This is an optimization exercise on Yosys and OpenROAD, whose aim is small area, a short achievable clock period and few clock cycles per item, not a production implementation. Only the layout flow was run in this run; the RTL was not checked for function there. Power and IR drop assume default switching activity.

==> flow/design.v <==
`default_nettype none
module qspi_xip_line_cache #(
    parameter int NUM_LINES  = 32,
    parameter int LINE_WORDS = 4,
    parameter int ADDR_W     = 24
) (
    input  wire logic              HCLK,
    input  wire logic              HRESETn,
    input  wire logic              HSEL,
    input  wire logic              HREADY,
    input  wire logic [1:0]        HTRANS,
    input  wire logic              HWRITE,
    input  wire logic [ADDR_W-1:0] HADDR,
    output logic                   HREADYOUT,
    output logic                   HRESP,
    output logic [31:0]            HRDATA,
    input  wire logic              flush,
    output logic                   fill_req,
    output logic [ADDR_W-1:0]      fill_addr,
    input  wire logic              fill_valid,
    input  wire logic [31:0]       fill_rdata
);
    localparam int c_WORD_W  = $clog2(LINE_WORDS);
    localparam int c_IDX_W   = $clog2(NUM_LINES);
    localparam int c_TAG_LSB = 2 + c_WORD_W + c_IDX_W;
    localparam int c_TAG_W   = ADDR_W - c_TAG_LSB;
    localparam int c_LINE_W  = ADDR_W - c_WORD_W - 2;
    typedef enum logic [2:0] {
        S_IDLE  = 3'd0,    
        S_WAIT  = 3'd1,    
        S_QUEUE = 3'd2,    
        S_ERR1  = 3'd3,
        S_ERR2  = 3'd4
    } state_t;
    state_t                  r_state;
    logic                    r_hreadyout;
    logic                    r_hresp;
    logic [31:0]             r_hrdata;
    logic                    r_take;       
    logic [c_LINE_W-1:0]     r_line;       
    logic [c_WORD_W-1:0]     r_word;
    logic                    r_q_look;     
    logic                    r_q_end;      
    logic                    r_fill_req;
    logic [c_LINE_W-1:0]     r_f_line;
    logic [c_WORD_W-1:0]     r_f_cnt;
    logic                    r_f_look;
    logic                    r_f_end;
    logic [NUM_LINES-1:0]    r_valid;
    logic [c_TAG_W-1:0]      r_tag_mem  [NUM_LINES];
    logic [31:0]             r_data_mem [NUM_LINES*LINE_WORDS];
    logic                    w_acc;
    logic                    w_accept;
    logic [c_WORD_W-1:0]     w_word;
    logic [c_IDX_W-1:0]      w_idx;
    logic [c_TAG_W-1:0]      w_tag;
    logic [c_IDX_W-1:0]      f_idx;
    logic [c_TAG_W-1:0]      f_tag;
    logic                    w_ov;
    logic                    w_hit;
    logic                    w_fword;      
    logic                    w_fdone;      
    logic                    w_now;        
    logic                    w_have;       
    logic                    w_start_new;  
    logic                    w_start_q;    
    logic [c_WORD_W-1:0]     w_cnt_nxt;
    logic                    w_done_rd;    
    logic                    w_unused_bits;
    assign w_acc   = HSEL & HREADY & HTRANS[1];
    assign w_word  = HADDR[c_WORD_W+1:2];
    assign w_idx   = HADDR[c_TAG_LSB-1:c_WORD_W+2];
    assign w_tag   = HADDR[ADDR_W-1:c_TAG_LSB];
    assign f_idx   = r_f_line[c_IDX_W-1:0];
    assign f_tag   = r_f_line[c_LINE_W-1:c_IDX_W];
    assign w_unused_bits = &{1'b0, HADDR[1:0], HTRANS[0]};
    assign w_fword   = r_fill_req & fill_valid;
    assign w_fdone   = w_fword & (r_f_cnt == c_WORD_W'(LINE_WORDS - 1));
    assign w_done_rd = r_take & fill_valid;
    assign w_ov   = r_fill_req & (w_idx == f_idx);
    assign w_hit  = w_ov ? (r_f_look & (w_tag == f_tag))
                         : (r_valid[w_idx] & (r_tag_mem[w_idx] == w_tag));
    assign w_now  = w_ov & fill_valid & (r_f_cnt == w_word);
    assign w_have = (r_f_cnt > w_word) | w_now;
    assign w_accept = w_acc & ((r_state == S_IDLE) | (r_state == S_ERR2) |
                               ((r_state == S_WAIT) & w_done_rd));
    assign w_start_new = w_accept & ~HWRITE & ~w_hit & ~r_fill_req;
    assign w_start_q   = (r_state == S_QUEUE) & ~r_fill_req;
    assign w_cnt_nxt   = r_f_cnt + c_WORD_W'(w_fword);
    assign HREADYOUT = r_hreadyout | w_done_rd;
    assign HRESP     = r_hresp;
    assign HRDATA    = r_take ? fill_rdata : r_hrdata;
    assign fill_req  = r_fill_req;
    assign fill_addr = {r_f_line, {(c_WORD_W+2){1'b0}}};
    always_ff @(posedge HCLK or negedge HRESETn) begin
        if (!HRESETn) begin
            r_state     <= S_IDLE;
            r_hreadyout <= 1'b1;
            r_hresp     <= 1'b0;
            r_hrdata    <= '0;
            r_take      <= 1'b0;
            r_line      <= '0;
            r_word      <= '0;
            r_q_look    <= 1'b0;
            r_q_end     <= 1'b0;
        end else begin
            if (flush) begin
                r_q_look <= 1'b0;
                r_q_end  <= 1'b0;
            end
            case (r_state)
                S_WAIT: begin
                    if (fill_valid) r_take <= (w_cnt_nxt == r_word);
                    if (w_done_rd) begin
                        r_state     <= S_IDLE;
                        r_hreadyout <= 1'b1;
                        r_take      <= 1'b0;
                    end
                end
                S_QUEUE: begin
                    if (w_start_q) begin
                        r_state <= S_WAIT;
                        r_take  <= (r_word == '0);
                    end
                end
                S_ERR1: begin
                    r_state     <= S_ERR2;
                    r_hreadyout <= 1'b1;
                    r_hresp     <= 1'b1;
                end
                default: begin
                    r_state     <= S_IDLE;
                    r_hreadyout <= 1'b1;
                    r_hresp     <= 1'b0;
                end
            endcase
            if (w_accept) begin
                r_line   <= {w_tag, w_idx};
                r_word   <= w_word;
                r_take   <= 1'b0;
                r_hrdata <= w_now ? fill_rdata : r_data_mem[{w_idx, w_word}];
                if (HWRITE) begin
                    r_state     <= S_ERR1;
                    r_hreadyout <= 1'b0;
                    r_hresp     <= 1'b1;
                end else if (w_hit) begin
                    r_hresp <= 1'b0;
                    if (w_ov & ~w_have) begin
                        r_state     <= S_WAIT;
                        r_hreadyout <= 1'b0;
                        r_take      <= (w_cnt_nxt == w_word);
                    end else begin
                        r_state     <= S_IDLE;
                        r_hreadyout <= 1'b1;
                    end
                end else begin
                    r_hresp     <= 1'b0;
                    r_hreadyout <= 1'b0;
                    r_q_look    <= ~flush;
                    r_q_end     <= 1'b1;
                    if (r_fill_req) begin
                        r_state <= S_QUEUE;
                    end else begin
                        r_state <= S_WAIT;
                        r_take  <= (w_word == '0);
                    end
                end
            end
        end
    end
    always_ff @(posedge HCLK or negedge HRESETn) begin
        if (!HRESETn) begin
            r_fill_req <= 1'b0;
            r_f_line   <= '0;
            r_f_cnt    <= '0;
            r_f_look   <= 1'b0;
            r_f_end    <= 1'b0;
        end else begin
            if (flush) begin
                r_f_look <= 1'b0;
                r_f_end  <= 1'b0;
            end
            if (w_fword) begin
                r_f_cnt <= w_cnt_nxt;
                if (w_fdone) r_fill_req <= 1'b0;
            end
            if (w_start_new) begin
                r_fill_req <= 1'b1;
                r_f_line   <= {w_tag, w_idx};
                r_f_cnt    <= '0;
                r_f_look   <= ~flush;
                r_f_end    <= 1'b1;
            end else if (w_start_q) begin
                r_fill_req <= 1'b1;
                r_f_line   <= r_line;
                r_f_cnt    <= '0;
                r_f_look   <= r_q_look & ~flush;
                r_f_end    <= r_q_end & ~flush;
            end
        end
    end
    always_ff @(posedge HCLK or negedge HRESETn) begin
        if (!HRESETn) begin
            r_valid <= '0;
        end else if (flush) begin
            r_valid <= '0;
        end else if (w_fdone) begin
            r_valid[f_idx] <= r_f_end;
        end
    end
    always_ff @(posedge HCLK) begin
        if (w_fword) begin
            r_data_mem[{f_idx, r_f_cnt}] <= fill_rdata;
            if (w_fdone) r_tag_mem[f_idx] <= f_tag;
        end
    end
endmodule
`default_nettype wire
==> flow/run.sh <==
#!/bin/bash
# synth_recipe.tcl (not shown) runs the flow's synth.tcl, then flattens the netlist and writes it again
# the make line also repeats each setting of config.mk as NAME=value (left out here)
make -C /OpenROAD-flow-scripts/flow DESIGN_CONFIG=/design/flow/config.mk WORK_HOME=/design/flow/orfs CLKGATE_MAP_FILE= SYNTH_SCRIPT=/design/flow/synth_recipe.tcl finish
==> flow/config.mk <==
export PLATFORM = sky130hd
export DESIGN_NAME = qspi_xip_line_cache
export DESIGN_NICKNAME = qspi_xip_line_cache
export VERILOG_FILES = /design/flow/design.v
export SDC_FILE = /design/flow/constraint.sdc
export NUM_CORES = 4
export LEC_CHECK = 0
export CAP_MARGIN = 20
export CORE_MARGIN = 2
export CORE_UTILIZATION = 40
export SLEW_MARGIN = 20
export SYNTH_MEMORY_MAX_BITS = 8192
==> flow/constraint.sdc <==
create_clock -name core_clock -period 5.0 [get_ports {HCLK}]
set_input_delay 1.0000 -clock core_clock [delete_from_list [all_inputs] [get_ports {HCLK}]]
set_output_delay 1.0000 -clock core_clock [all_outputs]
set_load 0.01 [all_outputs]
==> results.py <==
metrics = {
    "global_route": {
        "track_usage_pct": 20.8,
        "grt_max_degree": 98,
        "grt_antenna_before_repair": 50,
        "grt_first_pass_wirelength_um": 674000,
        "grt_pass1_vias": 86844,
        "overflow": 0,
    },
    "floorplan": {
        "core_area_mm2": 0.452,
        "die_height_um": 677,
        "die_x_um": 677,
        "initial_core_util_pct": 40.1,
        "io_pins": 124,
        "rows": 247,
        "die-area_mm2": 0.458,
    },
    "clock_network": {
        "post_cts_resize_count": 0,
        "clk_pin_slew_ns": 0.06,
        "clkLatencyLatePin_ns": 1.02,
        "post_cts_buffers": 0,
        "cts_buffers": 466,
        "cts_tree": "built",
        "root_buffer": "clkbuf_16",
        "clockBufferDepth": 4,
        "htree_levels": 5,
        "clkSinkCount": 4695,
        "holdBufCountCts": 0,
    },
    "sta": {
        "relSlewSlack_pct": 20.5,
        "fmax_mhz": 234,
        "rsz0062_at_grt": "false",
        "fin_skew_ns": 0.0677,
        "fin_crit_sh_pct": 85.4,
        "whs_ns": 0.0956,
        "fin_tns_setup_ns": 0,
        "slew_violations": 0,
        "setup_viol": 0,
        "final.min_clock_period_ns": 4.27,
        "tightest_slew_ns": 1.19,
        "hold_viol": 0,
    },
    "finish": {
        "layout_common_cells": "edfxtp_1, mux4_2, clkbuf_16, buf_4, nand2_1",
        "nets": 8279,
        "syn_to_final_growth_pct": 15.1,
        "drive_gt1_share_pct": 31.6,
        "final_common_cell": "edfxtp_1",
    },
    "flow_run": {
        "cap_viol_max_count": 0,
    },
    "setup_path": {
        "crit_type": "reg2out",
        "r2r-start": "r_f_line[3]",
        "start_kind": "register",
        "worstPathMaxFanout": 20,
        "crit_path_end_kind": "output port",
        "worst-endpoint-arrival_ns": 3.27,
        "crit_start": "r_take",
        "critPathRequiredTime_ns": 4.00,
    },
    "placed_design": {
        "io_buffers": 116,
        "routabilityCongestion": 0.793,
        "dp_hpwl_um": 276000,
    },
    "yosys": {
        "synth_mux_area_share_pct": 18.6,
        "synth_area_leader_cell": "edfxtp_1",
        "avgSynthCellArea_um2": 23.8,
        "syn_inst": 7618,
        "synthXorXnorAreaFrac_pct": 0.203,
        "synth_compound_area_share_pct": 1.01,
        "synth_edf_count": 4576,
        "yosys.area_share.simple_pct": 1.44,
        "synth_top_family_by_area": "multiplexers",
        "ys.warnings.count": 1,
        "synthFlopType": "edfxtp_1",
        "synth_fa_ha_area_share_pct": 0.0553,
        "ys_ff_latch": 4695,
        "netlist.area_leader.share_pct": 75.9,
        "synthTopCellsByArea": "edfxtp_1, mux4_2, dfrtp_1, mux2i_1, clkbuf_1",
        "async_flop_share_pct": 2.53,
        "synth_seq_area_share_pct": 77.5,
        "synth_cell_types": 67,
        "synthesis.area_mm2": 0.181,
    },
    "run_status": {
        "status": "timing/DRC/antenna clean",
    },
    "route": {
        "vias": 85561,
        "ant_nets": 0,
        "initialDrtViolationCount": 11205,
        "viasPerCell": 5.86,
        "wl_um": 484000,
        "wl_per_cell_um": 33.2,
        "drc_errors": 0,
        "firstDrtPassIters": 6,
    },
    "pwr": {
        "powerDensity_mw_per_mm2": 417,
        "vdd_drop_max_mv": 0.346,
        "p_leak_nw": 64.9,
    },
    "hold_path": {
        "hp-class": "in2async",
    },
}
==> synthesized netlist by cell type (4+ instances only) <==
| library cell | number |
|---|---|
| nand2_1 | 206 |
| and3_1 | 5 |
| nor2b_1 | 19 |
| or3b_2 | 5 |
| buf_6 | 16 |
| mux4_2 | 1418 |
| a211oi_1 | 4 |
| or3_1 | 6 |
| nand2b_1 | 13 |
| edfxtp_1 | 4576 |
| a21o_1 | 18 |
| nand3b_1 | 7 |
| o21ai_0 | 94 |
| a22o_1 | 19 |
| o211ai_1 | 9 |
| mux2i_1 | 142 |
| o31ai_1 | 4 |
| nor2_1 | 192 |
| xnor2_1 | 28 |
| o22ai_1 | 25 |
| a32o_1 | 17 |
| and2_1 | 6 |
| buf_1 | 28 |
| nand4b_1 | 4 |
| clkbuf_1 | 217 |
| nor3_1 | 13 |
| a32oi_1 | 6 |
| ha_1 | 8 |
| inv_1 | 13 |
| a22oi_1 | 41 |
| a21oi_1 | 18 |
| mux2_2 | 33 |
| xor2_1 | 14 |
| nand3_1 | 43 |
| buf_4 | 18 |
| nand4_1 | 29 |
| nor4_1 | 11 |
| dfrtp_1 | 118 |
| buf_2 | 137 |
==> metal layers <==
layer  part of all wire [%]  GRT usage, %
met1                     40          29.4
met2                     48          33.7
met3                    8.6          3.36
met4                    2.7          5.36
met5                 0.0074             0
==> where the power goes <==
group,total [mW],switching [mW],internal (mW)
Combinational,7.65,4.91,2.73
Clock,34.3,14.8,19.5
Sequential,45.1,0.680,44.4
==> worst max-delay path: stages, from the launching register on <==
cell and delay (ns):
dfrtp_2 0.92, buf_12 0.29, mux2_2 0.42, clkdlybuf4s50_1 0.57
==> metrics by stage <==
stage	util, %	area (µm²)	instances	power [mW]	setup WS [ns]
6_report	46.2	208000	14589	87.0	0.729
5_1_grt	46.2	208000	14580	89.5	0.688
4_1_cts	46.1	208000	14574	87.6	0.651
3_5_place_dp	42.8	193000	13712	53.6	0.312
3_3_place_gp	42.8	193000	13712	53.4	0.324
2_1_floorplan	-	181000	7621	49.4	1.23
==> logic make-up after synthesis <==
| kind of cell | Yosys count |
|---|---|
| adders and majority gates | 8 |
| other | 1 |
| muxes | 1593 |
| and+or+nand+nor | 574 |
| AOI/OAI and AO/OA | 270 |
| xor gates and xnor gates | 42 |
| buffers and inverters | 435 |
| DFF | 4695 |
==> worst paths after layout <==
| path | end | slack (ns) | depth (start not counted) |
|---|---|---|---|
| max | HRDATA[21] | 0.73 | 3 |
| min | r_f_line[7] | 0.1 | 1 |
| max reg2reg | r_data_mem[102][16] | 1.46 | 4 |
| min reg2reg | r_hrdata[24] | 0.48 | 2 |
| max in group asynchronous | r_valid[11] | 3.84 | 2 |
| min in group core_clock | r_word[0] | 0.35 | 3 |
==> flip-flops by register name, summed over array words and instances (netlist names) <==
name	flops
r_data_mem	4096
r_tag_mem	480
r_hrdata	32
r_valid	32
r_f_line	20
r_line	20
r_state	3
r_f_cnt	2
r_word	2
r_f_end	1
r_f_look	1
r_fill_req	1
r_hreadyout	1
r_hresp	1
r_q_end	1
r_q_look	1
r_take	1
==> layout make-up <==
type	instances	area (µm²)
fill	36468	243000
clock buffer	583	12300
sequential	4695	140000
antenna	13	32.5
clock inverter	279	2620
timing repair buffer	537	5940
tap	5976	7480
inverter	15	56.3
multi-input combinational	2491	39600

port drivers added, routing unchanged:
The results above use ideal ports. As a check the final layout listed here was re-extracted and re-timed, cells and wires unchanged. Step 1: set_driving_cell puts a clkbuf_16 on HCLK and a buf_2 on each other input, an assumption about the parent block. Step 2, shift: input delay + t, output delay - t, t = (earliest + latest rising clock arrival at the registers) / 2. This alone moves slack from input paths to output paths. Slacks: no drivers / after step 1 / after step 2; pairs: no drivers / after step 1.
t (ns): 1.101
slack for setup (ns): 0.729 / 0.610 / 0.309
hold WS [ns]: 0.096 / 0.015 / 0.478
worst setup path after step 2: input to register
latest minus earliest clock arrival (ns): 0.085 / 0.085
After both steps this run still meets setup and hold. For this run, drivers alone change the setup slack by -0.119 ns; drivers and shift together by -0.420 ns.
